Background: an optimization exercise with open tools, aiming at small area. Do not read the settings as production practice.
The RTL was checked by simulation tests, not by an equivalence proof against the original design.
Power figures rest on the tool's default switching activity, not on a simulated workload.

<file path="flow/config.mk">
export PLATFORM = sky130hd
export DESIGN_NAME = touchpad_packet_finger_tracker
export DESIGN_NICKNAME = touchpad_packet_finger_tracker
export VERILOG_FILES = /design/flow/design.v
export SDC_FILE = /design/flow/constraint.sdc
export NUM_CORES = 4
export LEC_CHECK = 0
export CAP_MARGIN = 20
export CORE_MARGIN = 2
export CORE_UTILIZATION = 65
export CTS_BUF_LIST = sky130_fd_sc_hd__clkbuf_8
export CTS_CLUSTER_DIAMETER = 60
export CTS_CLUSTER_SIZE = 16
export SLEW_MARGIN = 20
</file>
<file path="flow/constraint.sdc">
create_clock -name core_clock -period 8.0 [get_ports {clk_i}]
set_input_delay 1.6000 -clock core_clock [delete_from_list [all_inputs] [get_ports {clk_i}]]
set_output_delay 1.6000 -clock core_clock [all_outputs]
set_load 0.01 [all_outputs]
</file>
<file path="flow/design.v">
package tpft_pkg;
  localparam int FINGER_SLOTS = 5;
  localparam int SLOT_W       = 3;
  localparam logic [SLOT_W-1:0] LAST_SLOT = SLOT_W'(FINGER_SLOTS - 1);
  localparam int IN_TDATA_W  = 48;
  localparam int OUT_TDATA_W = 40;
  localparam int APB_ADDR_W = 4;
  localparam int APB_DATA_W = 32;
  localparam logic [3:0]  TOUCH_CODE_RST = 4'd3;
  localparam logic [3:0]  ABS_CODE_RST   = 4'd6;
  localparam logic [3:0]  REL_CODE_RST   = 4'd9;
  localparam logic [15:0] Y_LIMIT_RST    = 16'd32640;
  localparam int CMD_W = 39;
endpackage
module tpft_front (
  input  logic [47:0]                pkt_i,
  input  logic [3:0]                 touch_code_i,
  input  logic [3:0]                 abs_code_i,
  input  logic [3:0]                 rel_code_i,
  output logic [tpft_pkg::CMD_W-1:0] cmd_o
);
  logic [7:0] b0, b1, b2, b3, b4, b5;
  logic       is_touch, is_abs, is_rel;
  logic [2:0] fa, fb, abs_n;
  assign {b5, b4, b3, b2, b1, b0} = pkt_i;
  assign is_touch = (b0[3:0] == touch_code_i);
  assign is_abs   = !is_touch && (b0[3:0] == abs_code_i);
  assign is_rel   = !is_touch && !is_abs && (b0[3:0] == rel_code_i);
  assign abs_n = (b1[7] || (b1[6] && b1[5])) ? 3'd0 : b1[6:4];
  assign fa = is_rel ? ((b0[6] && b0[5]) ? 3'd0 : b0[6:4]) : {2'b11, !is_abs};
  assign fb = is_rel ? b3[6:4] : is_abs ? abs_n : {2'b00, is_touch};
  assign cmd_o = {is_abs ? b3 : b5, b4, b2,
                  is_abs ? (b5 == 8'hff) : b1[7], b1[6:0],
                  fb, fa, is_rel ? b0[7] : b0[4]};
endmodule
module tpft_queue (
  input  logic                       clk_i,
  input  logic                       rst_ni,
  input  logic                       push_i,
  input  logic [tpft_pkg::CMD_W-1:0] push_data_i,
  output logic                       full_o,
  input  logic                       pop_i,
  output logic                       valid_o,
  output logic [tpft_pkg::CMD_W-1:0] pop_data_o
);
  logic [tpft_pkg::CMD_W-1:0] mem0_q, mem1_q;
  logic [1:0]                 cnt_q;
  logic                       do_push, do_pop;
  assign full_o     = cnt_q[1];
  assign valid_o    = cnt_q[1] || cnt_q[0];
  assign do_push    = push_i && !cnt_q[1];
  assign do_pop     = pop_i;
  assign pop_data_o = mem0_q;
  always_ff @(posedge clk_i or negedge rst_ni) begin
    if (!rst_ni) begin
      cnt_q <= '0;
    end else if (do_push != do_pop) begin
      cnt_q <= do_push ? cnt_q + 2'd1 : cnt_q - 2'd1;
    end
  end
  always_ff @(posedge clk_i) begin
    if (do_pop && cnt_q[1]) begin
      mem0_q <= mem1_q;
    end else if (do_push && (!cnt_q[0] || do_pop)) begin
      mem0_q <= push_data_i;
    end
    if (do_push) begin
      mem1_q <= push_data_i;
    end
  end
endmodule
module tpft_back (
  input  logic                             clk_i,
  input  logic                             rst_ni,
  input  logic [15:0]                      y_limit_i,
  input  logic                             cmd_valid_i,
  input  logic [tpft_pkg::CMD_W-1:0]       cmd_i,
  output logic                             cmd_pop_o,
  output logic                             m_axis_tvalid_o,
  input  logic                             m_axis_tready_i,
  output logic [tpft_pkg::OUT_TDATA_W-1:0] m_axis_tdata_o,
  output logic [1:0]                       m_axis_tuser_o,
  output logic                             m_axis_tlast_o
);
  localparam int N = tpft_pkg::FINGER_SLOTS;
  logic [N-1:0][15:0]          x_q, y_q;
  logic [N-1:0]                active_q, valid_q;
  logic                        button_q;
  logic [1:0]                  fault_q;
  logic                        busy_q;
  logic                        out_valid_q;
  logic [tpft_pkg::SLOT_W-1:0] next_q;       
  logic [15:0]                 y_limit_q;    
  logic [tpft_pkg::CMD_W-1:0]  cur_q;
  logic                        load_en, step, last, pop;
  logic                        first;
  logic [tpft_pkg::SLOT_W-1:0] out_slot;
  logic        c_button;
  logic [2:0]  c_fa, c_fb;
  logic [7:0]  c_p1, c_p2, c_p4, c_p5;
  logic        c_rel, c_abs, c_touch, c_none, c_drop, c_fault;
  assign {c_p5, c_p4, c_p2, c_p1, c_fb, c_fa, c_button} = cur_q;
  assign c_rel   = !(c_fa[2] && c_fa[1]);
  assign c_abs   = (c_fa == 3'd6);
  assign c_touch = (c_fa == 3'd7) && c_fb[0];
  assign c_none  = (c_fa == 3'd7) && !c_fb[0];
  assign c_drop  = c_p1[7];
  assign c_fault = (c_rel && c_fa == 3'd0) || (c_abs && c_fb == 3'd0);
  assign load_en   = !out_valid_q || m_axis_tready_i;
  assign step      = load_en && busy_q;
  assign last      = (next_q == 3'd5);
  assign first     = (next_q == 3'd1);
  assign out_slot  = first ? tpft_pkg::LAST_SLOT : next_q - 3'd2;
  assign pop       = cmd_valid_i && (!busy_q || (step && last));
  assign cmd_pop_o = pop;
  function automatic logic [16:0] rca(input logic [15:0] a, input logic [15:0] b,
                                      input logic ci);
    logic c;
    c = ci;
    for (int i = 0; i < 16; i++) begin
      rca[i] = a[i] ^ b[i] ^ c;
      c      = (a[i] & b[i]) | (a[i] & c) | (b[i] & c);
    end
    rca[16] = c;
  endfunction
  function automatic logic [15:0] add_s9(input logic [15:0] y, input logic [8:0] d);
    logic [16:0] lo;
    logic        up, dn, ones, zeros;
    lo    = rca({7'd0, y[8:0]}, {7'd0, d}, 1'b0);
    up    = lo[9] && !d[8];
    dn    = !lo[9] && d[8];
    ones  = 1'b1;
    zeros = 1'b1;
    add_s9[8:0] = lo[8:0];
    for (int i = 9; i < 16; i++) begin
      add_s9[i] = y[i] ^ ((up && ones) || (dn && zeros));
      ones      = ones && y[i];
      zeros     = zeros && !y[i];
    end
  endfunction
  function automatic logic [16:0] sub_ge(input logic [15:0] a, input logic [15:0] b);
    logic [15:0] p, g;
    logic [4:0]  cb;
    logic        c, bg, bp;
    p     = a ^ ~b;
    g     = a & ~b;
    cb[0] = 1'b1;
    for (int k = 0; k < 4; k++) begin
      bg = 1'b0;
      bp = 1'b1;
      for (int i = 4 * k; i < 4 * k + 4; i++) begin
        bg = g[i] || (p[i] && bg);
        bp = bp && p[i];
      end
      cb[k+1] = bg || (bp && cb[k]);
    end
    for (int k = 0; k < 4; k++) begin
      c = cb[k];
      for (int i = 4 * k; i < 4 * k + 4; i++) begin
        sub_ge[i] = p[i] ^ c;
        c         = g[i] || (p[i] && c);
      end
    end
    sub_ge[16] = cb[4];
  endfunction
  logic        ma, mb, set_abs;
  logic        h_active, h_valid;
  logic [15:0] h_x, h_y;
  logic [8:0]  dx, dy;
  assign ma      = (c_fa == next_q);
  assign mb      = (c_fb == next_q);
  assign set_abs = c_abs && mb && !c_drop;
  logic        rel_a, rel_b;
  logic [16:0] sdx, sdy;
  assign rel_a = ma;
  assign rel_b = c_rel && mb;
  assign sdx   = rca({7'd0, rel_a ? {c_p1[7], c_p1} : 9'd0}, {7'd0, rel_b ? {c_p4[7], c_p4} : 9'd0}, 1'b0);
  assign sdy   = rca({7'd0, rel_a ? {c_p2[7], c_p2} : 9'd0}, {7'd0, rel_b ? {c_p5[7], c_p5} : 9'd0}, 1'b0);
  assign dx    = sdx[8:0];
  assign dy    = sdy[8:0];
  logic [7:0] bitmap;
  assign bitmap = {2'b00, c_p1[4:0], 1'b0};
  always_comb begin
    h_active = active_q[0];
    h_valid  = valid_q[0];
    if (c_touch) begin
      h_active = bitmap[next_q];
      h_valid  = valid_q[0] && bitmap[next_q];
    end
    if (c_abs && mb) begin
      h_valid = !c_drop;
    end
  end
  assign h_x     = set_abs ? {4'd0, c_p1[3:0], c_p2} : add_s9(x_q[0], dx);
  assign h_y     = set_abs ? {c_p5, c_p4}            : add_s9(y_q[0], dy);
  always_ff @(posedge clk_i or negedge rst_ni) begin
    if (!rst_ni) begin
      active_q    <= '0;
      valid_q     <= '0;
      button_q    <= 1'b0;
      busy_q      <= 1'b0;
      out_valid_q <= 1'b0;
      next_q      <= 3'd1;
    end else begin
      if (load_en) begin
        out_valid_q <= busy_q;
      end
      if (step) begin
        active_q <= {h_active, active_q[N-1:1]};
        valid_q  <= {h_valid, valid_q[N-1:1]};
        next_q   <= last ? 3'd1 : next_q + 3'd1;
        if (last) begin
          busy_q <= 1'b0;
        end
        if (first && !c_none && !(c_abs && c_fault)) begin
          button_q <= c_button;
        end
      end
      if (pop) begin
        busy_q <= 1'b1;
      end
    end
  end
  always_ff @(posedge clk_i) begin
    if (pop) begin
      cur_q <= cmd_i;
    end
    if (step) begin
      x_q     <= {h_x, x_q[N-1:1]};
      y_q     <= {h_y, y_q[N-1:1]};
      y_limit_q <= y_limit_i;
      if (first) begin
        fault_q <= {c_fault, c_none};
      end
    end
  end
  logic        tail_touch;
  logic [16:0] yd;
  assign tail_touch = active_q[N-1] && valid_q[N-1];
  assign yd = sub_ge(y_limit_q, y_q[N-1]);
  assign m_axis_tvalid_o = out_valid_q;
  assign m_axis_tdata_o  = {3'd0, button_q, (tail_touch && yd[16]) ? yd[15:0] : 16'd0,
                            tail_touch ? x_q[N-1] : 16'd0, tail_touch, out_slot};
  assign m_axis_tuser_o  = fault_q;
  assign m_axis_tlast_o  = first;
endmodule
module touchpad_packet_finger_tracker (
  input  logic                               clk_i,
  input  logic                               rst_ni,
  input  logic                               s_axis_tvalid_i,
  output logic                               s_axis_tready_o,
  input  logic [tpft_pkg::IN_TDATA_W-1:0]    s_axis_tdata_i,
  output logic                               m_axis_tvalid_o,
  input  logic                               m_axis_tready_i,
  output logic [tpft_pkg::OUT_TDATA_W-1:0]   m_axis_tdata_o,
  output logic [1:0]                         m_axis_tuser_o,
  output logic                               m_axis_tlast_o,
  input  logic                               psel,
  input  logic                               penable,
  input  logic                               pwrite,
  input  logic [tpft_pkg::APB_ADDR_W-1:0]    paddr,
  input  logic [tpft_pkg::APB_DATA_W-1:0]    pwdata,
  output logic [tpft_pkg::APB_DATA_W-1:0]    prdata,
  output logic                               pready
);
  logic [3:0]                 touch_code_q, abs_code_q, rel_code_q;
  logic [15:0]                y_limit_q;
  logic                       reg_wr;
  logic [tpft_pkg::CMD_W-1:0] front_cmd, q_cmd;
  logic                       q_full, q_valid, q_pop;
  assign pready = 1'b1;
  assign reg_wr = psel && penable && pwrite;
  always_ff @(posedge clk_i or negedge rst_ni) begin
    if (!rst_ni) begin
      touch_code_q <= tpft_pkg::TOUCH_CODE_RST;
      abs_code_q   <= tpft_pkg::ABS_CODE_RST;
      rel_code_q   <= tpft_pkg::REL_CODE_RST;
      y_limit_q    <= tpft_pkg::Y_LIMIT_RST;
    end else if (reg_wr) begin
      case (paddr[3:2])
        2'd0: touch_code_q <= pwdata[3:0];
        2'd1: abs_code_q   <= pwdata[3:0];
        2'd2: rel_code_q   <= pwdata[3:0];
        2'd3: y_limit_q    <= pwdata[15:0];
      endcase
    end
  end
  always_comb begin
    case (paddr[3:2])
      2'd0:    prdata = {28'd0, touch_code_q};
      2'd1:    prdata = {28'd0, abs_code_q};
      2'd2:    prdata = {28'd0, rel_code_q};
      default: prdata = {16'd0, y_limit_q};
    endcase
  end
  tpft_front u_front (
    .pkt_i        (s_axis_tdata_i),
    .touch_code_i (touch_code_q),
    .abs_code_i   (abs_code_q),
    .rel_code_i   (rel_code_q),
    .cmd_o        (front_cmd)
  );
  assign s_axis_tready_o = !q_full;
  tpft_queue u_queue (
    .clk_i       (clk_i),
    .rst_ni      (rst_ni),
    .push_i      (s_axis_tvalid_i),
    .push_data_i (front_cmd),
    .full_o      (q_full),
    .pop_i       (q_pop),
    .valid_o     (q_valid),
    .pop_data_o  (q_cmd)
  );
  tpft_back u_back (
    .clk_i           (clk_i),
    .rst_ni          (rst_ni),
    .y_limit_i       (y_limit_q),
    .cmd_valid_i     (q_valid),
    .cmd_i           (q_cmd),
    .cmd_pop_o       (q_pop),
    .m_axis_tvalid_o (m_axis_tvalid_o),
    .m_axis_tready_i (m_axis_tready_i),
    .m_axis_tdata_o  (m_axis_tdata_o),
    .m_axis_tuser_o  (m_axis_tuser_o),
    .m_axis_tlast_o  (m_axis_tlast_o)
  );
endmodule
</file>
<file path="flow/flow/run.sh">
#!/bin/bash
# Standard layout, with the port buffers made from the smallest buffer cell,
# the synthesis buffers removed, and cells off the critical paths sized down
# before global routing (flow/shrink.tcl), whose repair then fixes slew and
# capacitance with routing parasitics.
set -euo pipefail
export BUFFER_PORTS_ARGS="-buffer_cell sky130_fd_sc_hd__buf_1"
export REMOVE_ABC_BUFFERS=1
export PRE_GLOBAL_ROUTE_TCL="$PWD/flow/shrink.tcl"
bash standard.sh > standard.log 2>&1
</file>
<file path="flow/flow/shrink.tcl">
# Sourced by ORFS's global_route step before routing: size down cells with
# timing slack, then repair slew and capacitance and legalise the placement.
set_propagated_clock [all_clocks]
estimate_parasitics -placement
log_cmd repair_timing -recover_power 100 -verbose
log_cmd repair_design -cap_margin 20 -slew_margin 20 -verbose
log_cmd detailed_placement
check_placement -verbose
</file>
<file path="flow/standard.sh">
#!/bin/bash
# synth_recipe.tcl (not shown) runs the flow's synth.tcl, then flattens the netlist and writes it again
# the make line also repeats each setting of config.mk as NAME=value (left out here)
make -C /OpenROAD-flow-scripts/flow DESIGN_CONFIG=/design/flow/config.mk WORK_HOME=/design/flow/orfs CLKGATE_MAP_FILE= SYNTH_SCRIPT=/design/flow/synth_recipe.tcl "${@:-finish}"
</file>
==> summary.txt <==
[metrics by stage]
step / power (mW) / util (%) / setup slack, ns
4_1_cts: 4.234 / 72.48 / 0.7364
2_1_floorplan: 3.050 / - / 0.8856
3_5_place_dp: 3.343 / 70.20 / 0.7728
3_3_place_gp: 3.310 / 70.07 / 0.8197
6_report: 4.194 / 72.80 / 0.6261
5_1_grt: 4.438 / 72.80 / 0.2560
[flip-flops by register name (all words and copies together), names as in the netlist]
name                cells
u_back.y_q             80
u_back.button_q         1
u_back.active_q         5
u_queue.mem0_q         39
abs_code_q              4
u_back.fault_q          2
y_limit_q              16
u_queue.mem1_q         39
u_back.next_q           3
u_back.out_valid_q      1
u_back.y_limit_q       16
rel_code_q              4
u_back.x_q             80
touch_code_q            4
u_back.cur_q           39
u_queue.cnt_q           2
u_back.busy_q           1
u_back.valid_q          5
[where the power goes]
part           internal (mW)  leakage (nW)  total (mW)  switching [mW]
clock network          0.337         0.304       0.889           0.552
registers               2.27          3.33        2.43           0.156
logic                  0.394          2.41       0.878           0.483
total                   3.00          6.04        4.19            1.19
[worst max path at each step]
stage / from / endpoint / slack [ns] / cells past startpoint
2_1_floorplan: u_back.next_q[0]$_DFFE_PN1P_ / u_back.y_q[79]$_DFFE_PP_ / 0.89 / 22
3_3_place_gp: u_back.next_q[0]$_DFFE_PN1P_ / u_back.y_q[79]$_DFFE_PP_ / 0.82 / 22
3_5_place_dp: u_back.next_q[0]$_DFFE_PN1P_ / u_back.y_q[79]$_DFFE_PP_ / 0.77 / 22
4_1_cts: u_back.next_q[0]$_DFFE_PN1P_ / u_back.y_q[79]$_DFFE_PP_ / 0.74 / 22
5_1_grt: u_back.next_q[0]$_DFFE_PN1P_ / u_back.y_q[79]$_DFFE_PP_ / 0.26 / 22
6_report: u_back.next_q[0]$_DFFE_PN1P_ / u_back.y_q[79]$_DFFE_PP_ / 0.63 / 22
[worst max-delay path: stages, from the launching register on]
cell and delay [ns]:
dfstp_1 0.79, xnor2_1 0.17, nand3_1 0.18, a21oi_1 0.32, buf_4 0.27, nand2_1 0.10, fa_1 0.50, inv_1 0.05
fa_1 0.44, fa_1 0.44, fa_1 0.46, fa_1 0.44, fa_1 0.43, fa_1 0.43, fa_1 0.39, inv_1 0.08
fa_1 0.20, ha_1 0.18, or4b_1 0.48, or3_1 0.37, mux2i_1 0.17, xnor2_1 0.13, o21ai_0 0.09
[cell families after synthesis]
| family | Yosys count | share of synthesized area [%] |
|---|---|---|
| compound gates | 60 | 2.510 |
| xor+xnor | 33 | 1.972 |
| fa+ha+maj | 70 | 8.178 |
| buf+inv | 106 | 3.372 |
| flops | 341 | 68.42 |
| mux | 105 | 8.314 |
| other cells | 2 | 0.05124 |
| simple gates | 211 | 7.187 |
[cell type report]
type	count	area [µm²]
sequential	341	10030
multi-input combinational	499	4197
fill	1427	5973
clock inverter	22	115.1
clock buffer	28	385.4
tap	280	350.3
inverter	58	221.5
timing repair buffer	147	688.2
[cells in the final DEF, fill, tap and decap left out, types with 7 or more instances in the layout]
cell,count
a21oi_1,10
and2_1,15
and3_1,29
buf_1,127
clkbuf_8,28
conb_1,20
dfrtp_1,31
dfstp_1,7
dfstp_2,8
edfxtp_1,295
fa_1,43
ha_1,27
inv_1,71
mux2_1,7
mux2_2,87
mux2i_1,7
nand2_1,84
nand4_1,9
nor2_1,35
nor3_1,8
o21ai_0,26
xnor2_1,18
xor2_1,15
[per-layer routing]
layer  track usage (%)  up-vias
li1                  -     3583
met1             32.75     3793
met2             35.45      188
met3             2.494       36
met4             4.450        0
met5                 0        -
==> summary.txt <==
* Setup slack, reg-to-reg at 0.63 ns
* Synth area leaders: edfxtp_1 (60%), mux2_2 (7.1%), fa_1 (5.9%)
* Reg2reg end: u_back.y_q[79]$_DFFE_PP_
* Die width at 154.2 µm
* I/O pin count at 169
* Sequential element share of the synthesized area at 68.42%
* Max cap viols at 0
* Final period utilization at 92.17%
* Post-Synthesis Cell Area at 14660 µm²
* Die height at 154.2 µm
* Leak pwr at 6.043 nW
* CTS hold repair buffers at 0
* Yosys Warn Count at 3
* Max Slew Vio Count at 0
* Fmax at 135.6 MHz
* Later-pin clock latency in the skew report at 0.58 ns
* Inst Count DP at 1318
* Metal3 WL at 1.022 mm
* Placed cell area at 15410 µm²
* Via Count at 7600
* Synth Register Bits at 341
* Gate Count Post-Synth at 928
* Final nets at 1235
* Total gr overflow at 0
* Clock sink count at 341
* Clock skew at 0.02652 ns
* Post-synth top cells: edfxtp_1 (295), mux2_2 (93), nand2_1 (83)
* Final ANT Viol Nets at 0
* Cts bufs inserted at 27
* Drt total wl at 25.53 mm
* Top_reg_cell synth: edfxtp_1
* Placer Congestion at 0.8195
* Worst-case vdd ir drop at 0.1620 mV
* Hold Path Origin: u_queue.mem0_q[23]$_DFFE_PP_
* Starting density of the core at 66.75%
* Htree depth at 1
* Hold Vio Cnt, Final at 0
* Avg Synthesized Cell Area at 15.80 µm²
* Layout area overhead at 9.057%
* Top sig layer: met4
* Most frequent cell after synthesis: edfxtp_1
* Area share of the largest cell type after synthesis at 60.44%
* Worst Hold Path EP: u_back.cur_q[23]$_DFFE_PP_
* Initial DRC count at 571
* RSZ-0062 raised after global routing: no
* Share of post-route cells with drive strength above 1 at 14.25%
* Worst-path maximum fanout at 14
* Post-CTS Resized at 0
* # DRC at 0
* Post-synth EDFFs at 295
* Clock tree buffer depth at 3
* Pre-antenna DRT Iters at 5
* Die area at 23770 µm²
* HPWL after DPL at 17.12 mm
* Met2 wire len at 12.25 mm
* ANT cells at 0
* CP startpoint kind: flop
* Antenna violations before repair at 0
* Pwr Density at 262.4 nW/µm²
* Tmin final at 7.374 ns
* Status: timing/DRC/antenna clean
* First-pass GRT wire length at 40.11 mm
* Req. time, crit path at 8.32 ns
* Worst Hold Class: reg2reg
* Row cnt at 54
* Headroom to the max-slew limit at 38.41%
* CTS tree: built
* R2R Path Start: u_back.next_q[0]$_DFFE_PN1P_
* Post CTS Setup Buffer Count at 0
* Largest net degree at the start of global routing at 76
* Worst setup path category: reg2reg
* Asr flop ratio synth at 13.49%
* Vias per cell at 5.527
* Crit. End Element: flop
* Wire per inst at 18.57 µm
* Final Non-Filler Cells at 1375
* Dominant cell type by area after synthesis: edfxtp_1
* WHS at 0.4130 ns
* PortBufs at 130
* WP data arrival at 7.69 ns
* Worst-Margin Slew at 0.9239 ns
* Clock transition at path regs at 0.10 ns
* Vias in the first global route at 7477
* Met1 wire length at 11.82 mm
* Final Cell Area at 15990 µm²
* Netlist cell types at 49
* Root Driver: clkbuf_8
* Total global-route track usage at 21.77%
* Final setup viols at 0
* Setup TNS at 0 ns
* Hold depth at 0
* Core area at 21960 µm²
* Worst reg2reg path depth at 22

==> afterwards: timing with drivers on the ports <==
How much do the figures lean on ideal ports? The routed layout below was timed once more, with nothing changed but the port constraints.
Step 1 sets driving cells, clkbuf_16 on the clock port and buf_2 on the other inputs (assumed; they add their load-dependent delay and slew).
Step 2 moves the port delays by t, midway between the first and last clock arrival at a register: inputs arrive t later, outputs are due t later. That takes back most of the time a late clock gives input paths.
Slacks: no drivers / after step 1 / after step 2; pairs: no drivers / after step 1.
shift t [ns]: 0.604
setup WS [ns]: 0.626 / 0.626 / 0.626
latest minus earliest clock arrival (ns): 0.028 / 0.028
worst register clock-pin slew, ns: 0.10 / 0.10
pins driven straight from the clock port: 1
After both steps setup and hold are still met in this run. For this run, drivers alone change the setup slack by 0.000 ns; drivers and shift together by 0.000 ns.
